This design comes from an exercise in tuning for small area, a short achievable clock period and few clock cycles per item on the open sky130 flow, not from production work. In this exercise RTL edits were held to simulation tests only and were not proved equivalent to the original.

==> run A <==
==> flow/design.v (excerpt) <==
module triangle_setup #(
  parameter int COORD_WIDTH   = 16,
  parameter int COEF_WIDTH    = 2*COORD_WIDTH+3,
  parameter int SCREEN_X_SIZE = 800,
  parameter int SCREEN_Y_SIZE = 600,
  parameter int CNT_WIDTH     = 16
) (
  input  logic                                    clk,
  input  logic                                    reset_n,
  input  logic                                    in_valid,
  output logic                                    in_ready,
  input  logic [2:0][1:0][COORD_WIDTH-1:0]        vertexes,
  input  logic [1:0]                              cull_mode,
  output logic                                    out_valid,
  input  logic                                    out_ready,
  output logic [2:0][COORD_WIDTH:0]               edge_a,
  output logic [2:0][COORD_WIDTH:0]               edge_b,
  output logic [2:0][COEF_WIDTH-1:0]              edge_c,
  output logic [COEF_WIDTH-1:0]                   area2,
  output logic [COORD_WIDTH-1:0]                  bbox_xmin,
  output logic [COORD_WIDTH-1:0]                  bbox_xmax,
  output logic [COORD_WIDTH-1:0]                  bbox_ymin,
  output logic [COORD_WIDTH-1:0]                  bbox_ymax,
  input  logic                                    stats_clr,
  output logic [CNT_WIDTH-1:0]                    cnt_in,
  output logic [CNT_WIDTH-1:0]                    cnt_out,
  output logic [CNT_WIDTH-1:0]                    cnt_culled,
  output logic                                    idle
);
export LEC_CHECK = 0
export ABC_AREA = 1
export CAP_MARGIN = 20
export CORE_MARGIN = 2
export CORE_UTILIZATION = 30
export SETUP_SLACK_MARGIN = 4.25
export SLEW_MARGIN = 20
create_clock -name core_clock -period 8.5 [get_ports {clk}]
run.sh (not shown) runs the stock make flow with config.mk's settings and CLKGATE_MAP_FILE= SYNTH_SCRIPT=/design/flow/synth_recipe.tcl, a recipe that flattens the netlist after the stock synthesis.
==> run Z (differences from run A) <==
==> flow/flow/run.sh (new file) <==
#!/bin/bash
# The standard layout (standard.sh: standard synthesis, floorplan, place,
# CTS, route, finish), with one change: the buffers that placement puts on
# every input and output port are made from sky130_fd_sc_hd__buf_1 rather
# than the cell buffer_ports picks by default. Timing repair still resizes
# them as needed. The full make/OpenROAD/Yosys output goes to standard.log;
# ORFS's per-step logs stay under orfs/logs/.
set -euo pipefail
export BUFFER_PORTS_ARGS="-buffer_cell sky130_fd_sc_hd__buf_1"
bash standard.sh > standard.log 2>&1
==> flow/standard.sh (new file) <==
#!/bin/bash
# synth_recipe.tcl (not shown) runs the flow's synth.tcl, then flattens the netlist and writes it again
# the make line also repeats each setting of config.mk as NAME=value (left out here)
make -C /OpenROAD-flow-scripts/flow DESIGN_CONFIG=/design/flow/config.mk WORK_HOME=/design/flow/orfs CLKGATE_MAP_FILE= SYNTH_SCRIPT=/design/flow/synth_recipe.tcl "${@:-finish}"
Settings changed: CORE_UTILIZATION 30 to 60, SETUP_SLACK_MARGIN 4.25 to 4.0.
removed: flow/run.sh
==> run B (differences from run A) <==
Settings changed: SETUP_SLACK_MARGIN 4.25 to 3.5.
==> comparison table <==
                                                                run B                      run Z                      run A
Worst path required time                                      9.04 ns                    6.80 ns                    6.80 ns
Most common cell on crit path                   sky130_fd_sc_hd__fa_1    sky130_fd_sc_hd__nor2_4    sky130_fd_sc_hd__nor2_4
Final Critical Period                                         4.94 ns                    4.61 ns                    4.64 ns
Peak fanout along the critical path                                14                          4                          6
Setup Buffers After CTS                                            12                         65                        194
Status                                       timing/DRC/antenna clean   timing/DRC/antenna clean   timing/DRC/antenna clean
Buffer share of cell area                                       6.29%                      4.69%                      10.4%
Worst-path cell with the longest stage delay    sky130_fd_sc_hd__fa_1  sky130_fd_sc_hd__edfxtp_1  sky130_fd_sc_hd__edfxtp_1
HPWL reported at the end of detailed placement             251,000 um                 222,000 um                 251,000 um
Post-synthesis to final-layout area growth                      14.8%                      11.4%                      26.1%
Number of cells on the critical path                                9                         12                         11
Antenna fix cells                                                  26                         20                         35
Fin worst setup slack                                         3.56 ns                    3.89 ns                    3.86 ns
Placed Instance Area                                       88,100 um2                 83,200 um2                 88,100 um2
Testbench counts of run A, summed over its fixed seeds: cycles 24,032, items 24,000.
Testbench counts of run Z, summed over its fixed seeds: cycles 24,032, items 24,000.
Testbench counts of run B, summed over its fixed seeds: cycles 24,032, items 24,000.

## re-timing with driven ports
How much do the figures lean on ideal ports? The routed layouts below were timed once more, with nothing changed but the port constraints.
Step 1 sets driving cells, clkbuf_16 on the clock port and buf_2 on the other inputs (assumed; they add their load-dependent delay and slew).
Step 2 moves the port delays by t, midway between the first and last clock arrival at a register: inputs arrive t later, outputs are due t later. That takes back most of the time a late clock gives input paths.
a / b / c = no drivers / after step 1 / after step 2; a / b = the first two.
run	shift t [ns]	setup WS [ns]	worst setup path at the end
run A	0.865	3.858 / 3.752 / 3.738	input to register
run Z	0.830	3.893 / 3.800 / 3.870	input to register
run B	0.857	3.560 / 3.540 / 3.352	input to register
After both steps setup and hold are still met in every run listed. For run B, which loses most, drivers alone change the setup slack by -0.020 ns; drivers and shift together by -0.208 ns.
